From an optimization exercise on the open Yosys and OpenROAD flow, aimed at small area and a short achievable clock period; shortcuts taken in it are not production practice.
Only simulation tests tie the RTL to the original design; equivalence was not proved.
Power figures rest on the tool's default switching activity, not on a simulated workload. No driver is modelled on the clock port, so clocking that relies on it looks cheaper here than on a real chip.

==> config.mk <==
export PLATFORM = sky130hd
export DESIGN_NAME = mem_responder
export DESIGN_NICKNAME = mem_responder
export VERILOG_FILES = /design/flow/design.v
export SDC_FILE = /design/flow/constraint.sdc
export NUM_CORES = 4
export LEC_CHECK = 0
export CAP_MARGIN = 20
export CORE_MARGIN = 2
export CORE_UTILIZATION = 70
export CTS_CLUSTER_DIAMETER = 100
export CTS_CLUSTER_SIZE = 30
export SETUP_SLACK_MARGIN = 2.9
export SLEW_MARGIN = 20
==> standard.sh <==
#!/bin/bash
# synth_recipe.tcl (not shown) runs the flow's synth.tcl, then flattens the netlist and writes it again
# the make line also repeats each setting of config.mk as NAME=value (left out here)
make -C /OpenROAD-flow-scripts/flow DESIGN_CONFIG=/design/flow/config.mk WORK_HOME=/design/flow/orfs CLKGATE_MAP_FILE= SYNTH_SCRIPT=/design/flow/synth_recipe.tcl "${@:-finish}"
==> constraint.sdc <==
create_clock -name core_clock -period 5.0 [get_ports {clk}]
set_input_delay 1.0000 -clock core_clock [delete_from_list [all_inputs] [get_ports {clk}]]
set_output_delay 1.0000 -clock core_clock [all_outputs]
set_load 0.01 [all_outputs]
==> flow/run.sh <==
#!/bin/bash
set -euo pipefail
export BUFFER_PORTS_ARGS="-buffer_cell sky130_fd_sc_hd__buf_2"
export CTS_ARGS="-sink_clustering_enable -repair_clock_nets -sink_clustering_size 30 -sink_clustering_max_diameter 100 -dont_use_dummy_load"
bash standard.sh > standard.log 2>&1
==> design.v <==
package mem_pkg;
    localparam logic [31:0] FAULT_RDATA = 32'h0000_0000;
    function automatic integer mem_log2(input integer v);
        integer i;
        mem_log2 = 0;
        for (i = 0; i < 31; i = i + 1) begin
            if ((1 << i) < v) mem_log2 = i + 1;
        end
    endfunction
endpackage
module mem_array #(
    parameter int DEPTH = 64
) (
    input  logic             clk,
    input  logic [DEPTH-1:0] i_we,
    input  logic [DEPTH-1:0] i_rsel,
    input  logic [31:0]      i_wdata,
    output logic [31:0]      o_rdata
);
    localparam int HALF = DEPTH / 2;
    logic [31:0] r_mem [DEPTH];
    logic [31:0] r_lo;
    logic [31:0] w_lo;
    logic [31:0] w_hi;
    always_ff @(posedge clk) begin
        for (int k = 0; k < DEPTH; k++)
            if (i_we[k]) r_mem[k] <= i_wdata;
    end
    always_comb begin
        w_lo = '0;
        w_hi = '0;
        for (int k = 0; k < HALF; k++) begin
            w_lo = w_lo | (r_mem[k]        & {32{i_rsel[k]}});
            w_hi = w_hi | (r_mem[k + HALF] & {32{i_rsel[k + HALF]}});
        end
    end
    always_ff @(posedge clk) r_lo <= w_lo;
    assign o_rdata = r_lo | w_hi;
endmodule
module mem_responder #(
    parameter int          DEPTH      = 64,
    parameter logic [31:0] ADDR_BASE  = 32'h0000_0000,
    parameter int          RD_LATENCY = 2,
    parameter int          WR_LATENCY = 1
) (
    input  logic           clk,
    input  logic           reset,
    input  logic           MemReq,
    input  logic           MemWrite,
    input  logic [31:0]    Adr,
    input  logic [31:0]    WriteData,
    output logic [31:0]    ReadData,
    output logic           Ready,
    output logic           Err
);
    localparam int          AW   = mem_pkg::mem_log2(DEPTH);
    localparam logic [31:0] SPAN = 32'(4 * DEPTH);
    logic             r_b1;
    logic             r_b0;
    logic             r_ready;
    logic             r_err;
    logic             r_write;
    logic             r_fault;
    logic [DEPTH-1:0] r_we;
    logic [DEPTH-1:0] r_sel;
    logic [31:0]      r_wdata;
    logic [31:0]      r_rdata;
    logic             w_idle;
    logic             w_accept;
    logic [31:0]      w_offset;
    logic             w_fault;
    logic [AW-1:0]    w_idx;
    logic [31:0]      w_ram_rdata;
    assign w_idle   = !r_b1 && !r_b0 && !r_ready;
    assign w_accept = w_idle && MemReq;
    assign w_offset = Adr - ADDR_BASE;
    assign w_fault  = (w_offset[1:0] != 2'b00) || (w_offset >= SPAN);
    assign w_idx    = w_offset[AW+1:2];
    mem_array #(
        .DEPTH (DEPTH)
    ) u_mem (
        .clk     (clk),
        .i_we    (r_we),
        .i_rsel  (r_sel),
        .i_wdata (r_wdata),
        .o_rdata (w_ram_rdata)
    );
    always_ff @(posedge clk) begin
        if (w_idle) begin
            r_wdata <= WriteData;
            for (int k = 0; k < DEPTH; k++)
                r_sel[k] <= (w_idx == AW'(k)) && !w_fault;
            r_fault <= w_fault;
            r_write <= MemWrite;
        end
    end
    always_ff @(posedge clk) begin
        if (!reset) begin
            r_b1    <= 1'b0;
            r_b0    <= 1'b0;
            r_ready <= 1'b0;
            r_err   <= 1'b0;
            r_we    <= '0;
        end else begin
            r_b1    <= w_accept && !MemWrite;
            r_b0    <= r_b1 || (w_accept && MemWrite);
            r_ready <= r_b0;
            r_err   <= r_b0 && r_fault;
            r_we    <= r_sel & {DEPTH{r_b0 && r_write}};
        end
    end
    always_ff @(posedge clk) begin
        if (!reset)
            r_rdata <= mem_pkg::FAULT_RDATA;
        else if (r_b0 && !r_write)
            r_rdata <= w_ram_rdata;
    end
    assign ReadData = r_rdata;
    assign Ready    = r_ready;
    assign Err      = r_err;
endmodule
==> out/metrics.cfg, run 1 <==
[finish]
n_fill_cell = 6533
syn_to_final_growth_pct = 6.693
final_core_util = 0.7507
drive_gt1_frac = 0.1263
nets = 4497

[job]
maxCapViolations = 0

[sta]
max_slew_margin = 0.2385
tns_ns = 0
skew_ns = 0.03125
finalMaxSlewViolations = 0
min_period_over_period = 0.4526
fmax_mhz = 441.9
setup_viol = 0
final_hold_viol_count = 0
worstMarginPinSlew_ns = 1.142
min_period_ns = 2.263
whs_ns = 0.4460
rsz0062_at_grt = yes

[floorplan]
die_y_um = 342.3
die_x_um = 342.3
start_util = 0.7036
num_rows = 124
coreArea_um2 = 113900
ios = 102
floorplan.die_area_um2 = 117200

[hold_path]
worstHoldEndpoint = r_wdata[18]
min_from = WriteData[18]
hp-class = input port to register
hold_path_depth = 1

[clock_tree]
cts_tree = built
root_buffer = clkbuf_16
path_clk_slew_ns = 0.11
cts_made_buffers = 85
clk_path_buf_depth = 3
clk_latency_ns = 0.72
cts_htree_levels = 3
cts_sinks = 2278
cts_hold_buf = 0

[yosys]
yosys.cell_types.count = 28
ys_top_cells_by_area = edfxtp_1, a22oi_1, dfxtp_1, nand4_1, buf_6
syn_avg_cell_area_um2 = 18.79
synth_nets = 4333
synth_seq_cells = 2278
synth_area_leader_cell = edfxtp_1
synth_top_area_share = 0.8043
ys_async_sr_fraction = 0
ys_warn_count = 3
synth_edf_count = 2146
yosysMostFrequentCell = edfxtp_1
synth.cell_area_um2 = 80120
synth-seq-area-share = 0.8373
synthCells = 4265
ys.flop_type = edfxtp_1
ys_top_cells_by_count = edfxtp_1, a22oi_1, nand4_1

[detailed_routing]
wl_mm = 248.3
dr.pass1.iters = 6
drtAntennaViolNets = 0
wl_per_cell_um = 41.77
dr.first_iter.drc_count = 8949
vias = 45880
drc = 0
vias_per_cell = 7.719

[global_route]
grt_max_degree = 65
antenna_found_initial = 9
grtUsageTotal = 0.4232
grt_pass1_vias = 42620
grt_overflow = 0
grt_pass1_wl_mm = 334.9

[pwr]
p_leak_nw = 26.47
vdd_drop_max_mv = 0.4753
power.density_nw_per_um2 = 381.6

[critical_path]
endpoint_kind = primary output
ff2ff_setup_slack_ns = 2.93
cp_top_family = flip-flops
arrival_ns = 1.26
critPathSlowestCell = dfxtp_4
cp.required_ns = 4.00
crit_type = register to primary output
regToRegEndpoint = r_rdata[2]
cp_slowest_stage_delay_ns = 0.44
path_cells = buf_6
worst-path-buf-inv = 1
ff2ff_path_depth = 6
worstPathMaxFanout = 2
worst_r2r_startpoint = r_sel[62]
cp-start-kind = register

[placed_design]
gp_congestion = 0.8945
hpwlAfterDp_mm = 131.4
io_buffers = 101

[run_status]
outcome = no timing/DRC/antenna violations

state kept, by name, indices dropped and copies added (netlist names):
register,cells
r_b1,1
r_sel,64
r_fault,1
u_mem.r_mem,2048
r_ready,1
r_wdata,32
r_rdata,32
r_b0,1
r_we,64
u_mem.r_lo,32
r_write,1
r_err,1
final cells by class:
type                       count  area (um^2)  area share
multi-input combinational   1708        11420      0.1336
sequential                  2278        67270      0.7869
antenna                        5        12.51   0.0001464
timing repair buffer         356         2766     0.03236
clock buffer                  85         2127     0.02488
tap                         1512         1892     0.02213
logic make-up (layout without fill, tap and decap cells):
kind of cell	Yosys count	count (layout)	synth area share
simple gates	618	619	0.04216
flops	2278	2278	0.8373
buf+inv	280	441	0.02132
compound gates	1089	1089	0.09924
other cells	0	5	0
timing repair:
action | 4_1_cts | 5_1_grt
cloned | 1 | 0
buffers inserted | 61 | 5
resized for setup | 103 | 11
setup endpoints to repair | 146 | 155
routing by layer:
layer | vias up | routed length [um] | track usage
met2 | 4180 | 117500 | 0.6745
met1 | 23160 | 81100 | 0.5712
met3 | 765 | 35270 | 0.08705
met4 | 6 | 14360 | 0.2004
met5 | - | 46 | 0
li1 | 17780 | - | -
worst max-delay path by stage:
stage,cells after the start,from,to
finish,1,r_rdata[10],ReadData[10]
global placement,4,reset,r_we[16]
detailed placement,4,reset,r_we[50]
floorplan,1,r_b0,r_fault
CTS,1,r_rdata[10],ReadData[10]
global route,1,r_rdata[10],ReadData[10]
through the flow:
stage | cell area, um^2 | power, mW | instances | setup slack (ns)
2_1_floorplan | 80140 | 23.24 | 4265 | 1.851
3_3_place_gp | 82370 | 24.42 | 5786 | 2.251
3_5_place_dp | 82390 | 24.48 | 5787 | 2.228
4_1_cts | 85380 | 32.47 | 5934 | 2.728
5_1_grt | 85480 | 33.20 | 5941 | 2.727
6_report | 85480 | 32.63 | 5944 | 2.737
where the power goes:
group,switching (mW),total (mW),internal [mW],leakage [nW]
registers,0.156,21.4,21.3,20.6
clock network,5.26,8.34,3.08,1.05
logic,2.14,2.84,0.696,4.82
total,7.56,32.6,25.1,26.5
placed cells by master (no fill, tap or decap), drive strengths merged, types with 2 or more instances in the layout:
cell type  instances
edfxtp          2146
and3               3
or4               32
nor4              38
dfxtp            132
nor2b              7
buf              356
nor2              99
diode              5
nand2            105
a22oi            990
and2              65
nand4            194
nand3             70
clkbuf            85
a21oi             64
nand4b             2
and4               2
o21ai             32
==> run 2: changes to the inputs <==
--- a/design.v
+++ b/design.v
@@ -14,4 +14,5 @@
     input  logic             clk,
     input  logic [DEPTH-1:0] i_we,
+    input  logic [DEPTH-1:0] i_hold,
     input  logic [DEPTH-1:0] i_rsel,
     input  logic [31:0]      i_wdata,
@@ -21,9 +22,10 @@
     logic [31:0] r_mem [DEPTH];
     logic [31:0] r_lo;
+    logic [31:0] r_hi;
     logic [31:0] w_lo;
     logic [31:0] w_hi;
     always_ff @(posedge clk) begin
         for (int k = 0; k < DEPTH; k++)
-            if (i_we[k]) r_mem[k] <= i_wdata;
+            r_mem[k] <= (i_wdata & {32{i_we[k]}}) | (r_mem[k] & {32{i_hold[k]}});
     end
     always_comb begin
@@ -35,6 +37,9 @@
         end
     end
-    always_ff @(posedge clk) r_lo <= w_lo;
-    assign o_rdata = r_lo | w_hi;
+    always_ff @(posedge clk) begin
+        r_lo <= w_lo;
+        r_hi <= w_hi;
+    end
+    assign o_rdata = r_lo | r_hi;
 endmodule
 module mem_responder #(
@@ -63,4 +68,6 @@
     logic             r_fault;
     logic [DEPTH-1:0] r_we;
+    logic [DEPTH-1:0] r_hold;
+    logic             r_rdfire;
     logic [DEPTH-1:0] r_sel;
     logic [31:0]      r_wdata;
@@ -82,4 +89,5 @@
         .clk     (clk),
         .i_we    (r_we),
+        .i_hold  (r_hold),
         .i_rsel  (r_sel),
         .i_wdata (r_wdata),
@@ -87,8 +95,10 @@
     );
     always_ff @(posedge clk) begin
+        for (int k = 0; k < DEPTH; k++)
+            r_sel[k] <= (w_idx == AW'(k)) && !w_fault;
+    end
+    always_ff @(posedge clk) begin
         if (w_idle) begin
             r_wdata <= WriteData;
-            for (int k = 0; k < DEPTH; k++)
-                r_sel[k] <= (w_idx == AW'(k)) && !w_fault;
             r_fault <= w_fault;
             r_write <= MemWrite;
@@ -102,4 +112,6 @@
             r_err   <= 1'b0;
             r_we    <= '0;
+            r_hold  <= '1;
+            r_rdfire <= 1'b0;
         end else begin
             r_b1    <= w_accept && !MemWrite;
@@ -108,4 +120,6 @@
             r_err   <= r_b0 && r_fault;
             r_we    <= r_sel & {DEPTH{r_b0 && r_write}};
+            r_hold  <= ~(r_sel & {DEPTH{r_b0 && r_write}});
+            r_rdfire <= r_b1;
         end
     end
@@ -113,5 +127,5 @@
         if (!reset)
             r_rdata <= mem_pkg::FAULT_RDATA;
-        else if (r_b0 && !r_write)
+        else if (r_rdfire)
             r_rdata <= w_ram_rdata;
     end
==> flow/run.sh (replaced) <==
#!/bin/bash
set -euo pipefail
export BUFFER_PORTS_ARGS="-buffer_cell sky130_fd_sc_hd__buf_2"
export CTS_ARGS="-sink_clustering_enable -repair_clock_nets -sink_clustering_size 25 -sink_clustering_max_diameter 100 -dont_use_dummy_load"
bash standard.sh > standard.log 2>&1
--- a/config.mk
+++ b/config.mk
@@ -10,5 +10,5 @@
 export CORE_UTILIZATION = 70
 export CTS_CLUSTER_DIAMETER = 100
-export CTS_CLUSTER_SIZE = 30
+export CTS_CLUSTER_SIZE = 25
 export SETUP_SLACK_MARGIN = 2.9
 export SLEW_MARGIN = 20
==> out/metrics.cfg, run 2 <==
[sta]
max_slew_margin = 0.07505  ; -0.1634
skew_ns = 0.03009  ; -0.001157 ns
min_period_ns = 2.326  ; +0.06292 ns
fmax_mhz = 430.0  ; -2.7%
worstMarginPinSlew_ns = 1.387  ; +0.2451 ns
finalMaxSlewViolations = 0  ; unchanged
final_hold_viol_count = 0  ; unchanged
min_period_over_period = 0.4651  ; +0.01258
setup_viol = 0  ; unchanged
rsz0062_at_grt = yes
tns_ns = 0  ; unchanged

[global_route]
grt_max_degree = 66  ; +1.5%
grt_pass1_wl_mm = 471.3  ; +41%
grtUsageTotal = 0.5535  ; +0.1304
antenna_found_initial = 14  ; +5
grt_pass1_vias = 64920  ; +52%
grt_overflow = 0  ; unchanged

[floorplan]
coreArea_um2 = 114500  ; +0.55%
start_util = 0.7061  ; +0.002536
num_rows = 124  ; unchanged
floorplan.die_area_um2 = 118200  ; +0.90%
die_y_um = 343.9  ; +0.45%
ios = 102  ; unchanged
die_x_um = 343.9  ; +0.45%

[clock_tree]
cts_htree_levels = 3  ; unchanged
path_clk_slew_ns = 0.10  ; about the same
cts_made_buffers = 104  ; +22%
root_buffer = clkbuf_16
cts_tree = built
clk_path_buf_depth = 3  ; unchanged
clk_latency_ns = 0.76  ; +0.04 ns
cts_sinks = 2375  ; +4.3%

[pwr]
power_mw = 29.37  ; -10%
power.density_nw_per_um2 = 347.0  ; -9.1%
clkPwrFrac = 0.326  ; +0.070
p_sw_mw = 6.524  ; -14%
switching_share = 0.2222  ; -0.009510
p_int_mw = 22.84  ; -8.9%
p_leak_nw = 32.10  ; +21%
combPwrFrac = 0.025  ; -0.062
vdd_drop_max_mv = 0.3830  ; -19%
seqPwrFrac = 0.649  ; -0.008

[yosys]
ys_warn_count = 3  ; unchanged
yosysMostFrequentCell = dfxtp_1
synth_area_leader_cell = dfxtp_1
ys.flop_type = dfxtp_1
ys_async_sr_fraction = 0  ; unchanged
synth_seq_cells = 2375  ; +4.3%
synth_edf_count = 34  ; -98%
synth_xor_area_frac = 0  ; unchanged
synth_nets = 7063  ; +63%
synth_compound_area_frac = 0.3210  ; +0.2218
ys_top_cells_by_area = dfxtp_1, a22o_1, a22oi_1, clkbuf_1, nand4_1
synthMuxAreaShare = 0  ; unchanged
yosys.cell_types.count = 27  ; -3.6%
synthCells = 6995  ; +64%
synth_top_area_share = 0.5797  ; -0.2246
synth-simple-area-share = 0.03813  ; -0.004031
synth-seq-area-share = 0.5923  ; -0.2450
syn_avg_cell_area_um2 = 11.56  ; -38%
synth_fa_ha_area_frac = 0  ; unchanged
synth_top_family_by_area = compound AO/OA/AOI/OAI gates
synth.cell_area_um2 = 80850  ; +0.91%
ys_top_cells_by_count = dfxtp_1, a22o_1, a22oi_1

[critical_path]
worst_r2r_startpoint = r_sel[32]
crit_start = r_rdata[16]
worst-path-buf-inv = 1  ; unchanged
critPathSlowestCell = dfxtp_4
path_cells = buf_6
arrival_ns = 1.33  ; +0.07 ns
cp.required_ns = 4.00  ; about the same
cp_slowest_stage_delay_ns = 0.44  ; about the same
worstPathMaxFanout = 2  ; unchanged
crit_type = register to primary output
endpoint_kind = primary output
cp_top_family = flip-flops
cp-start-kind = register

[detailed_routing]
dr.pass1.iters = 10  ; +4
vias_per_cell = 8.671  ; +12%
dr.first_iter.drc_count = 15930  ; +78%
wl_mm = 340.6  ; +37%
wl_per_cell_um = 42.23  ; +1.1%
drtAntennaViolNets = 0  ; unchanged
drc = 0  ; unchanged
vias = 69920  ; +52%

[finish]
final_common_cell = dfxtp_1
top_register = u_mem.r_mem
largest_register_ffs = 2048  ; unchanged
nets = 6609  ; +47%
layout_common_cells = dfxtp_1, a22o_1, a22oi_1
drive_gt1_frac = 0.1031  ; -0.02320
finalInstanceArea_um2 = 84630  ; -1.0%
syn_to_final_growth_pct = 4.674

[placed_design]
place_area_um2 = 81520  ; -1.1%
hpwlAfterDp_mm = 162.4  ; +24%
gp_congestion = 0.8896  ; -0.55%
io_buffers = 101  ; unchanged

[hold_path]
hp-class = input port to register
min_from = WriteData[29]

[run_status]
outcome = no timing/DRC/antenna violations

[job]
maxCapViolations = 0  ; unchanged

## run 2: changes by cell type in the layout (fill, tap and decap cells not counted), sizes merged, moves of 64 or more
cell	delta
a22o	+2047
dfxtp	+2209
edfxtp	-2112
inv	+64
nand4	+68
nor3	+64
## run 2: worst paths after layout
check / slack [ns] / depth (start not counted) / to
worst max register to register: 2.84 / 4 / u_mem.r_hi[20]
worst max-delay path: 2.67 / 1 / ReadData[16]
worst min register to register: 0.46 / 1 / u_mem.r_mem[19][29]
worst min-delay path: 0.42 / 1 / r_wdata[29]
## run 2: metal layers
| layer | up-vias | routed length [um] | track usage |
|---|---|---|---|
| met3 | 2403 | 64000 | 0.2452 |
| li1 | 26270 | - | - |
| met4 | 16 | 33590 | 0.4063 |
| met1 | 32960 | 111800 | 0.6897 |
| met2 | 8275 | 130900 | 0.7558 |
| met5 | - | 216 | 0.004006 |
## run 2: through the flow
step,hold slack [ns],std cells,setup slack (ns),util
2_1_floorplan,0.4399,6995,2.956,-
3_3_place_gp,0.4426,7931,2.060,0.7113
3_5_place_dp,0.4490,7936,2.024,0.7120
4_1_cts,0.4038,8041,2.693,0.7372
5_1_grt,0.4119,8053,2.672,0.7389
6_report,0.4158,8064,2.674,0.7391
## run 2: cells by family after synthesis
family,count (synthesis)
buffers and inverters,957
AND/OR/NAND/NOR,526
AO/OA/AOI/OAI,3137
flip-flops,2375
## run 2: area by class of cell
type	instances	area (um^2)
flip-flops and latches	2375	48220
fillers	7879	29870
multi-input cells	3663	29090
clock buffers	104	2603
repair buffers	333	2554
well taps	1512	1892
inverters	64	240.2
diodes	13	32.53
## run 2: what timing repair did
action | in CTS | in global routing
buffers inserted | 1 | 5
pin swaps | 0 | 1
resized for setup | 80 | 14
setup endpoints to repair | 81 | 65
cloned | 0 | 0
hold buffers | 0 | 0
## run 2: power groups by stage
stage	registers (mW)	logic [mW]	clock network [mW]
after global routing	19.1	0.766	10.0
final	19.0	0.748	9.57
after global placement	19.5	0.610	0
after detailed placement	19.5	0.654	0
after CTS	19.1	0.665	9.42
after floorplan	19.4	0.478	0

[separate check: timing with driven ports]
No port has a modelled driver above. Below, the same layouts with a new extraction and two added sets of constraints. Step 1 assumes that a clkbuf_16 drives the clock port and a buf_2 every other input. Step 2 moves the port delays by t, midway between the first and last clock arrival at a register: inputs arrive t later, outputs are due t later. That takes back most of the time a late clock gives input paths. Three values: ideal, step 1, step 2; two values: the first two.
| run | shift t [ns] | setup slack, ns | pins driven straight from the clock port |
|---|---|---|---|
| run 1 | 0.778 | 2.737 / 2.663 / 2.348 | 1 |
| run 2 | 0.824 | 2.674 / 2.593 / 2.037 | 1 |
After both steps every run listed still meets setup and hold. For run 2, which loses most, drivers alone change the setup slack by -0.081 ns; drivers and shift together by -0.637 ns.
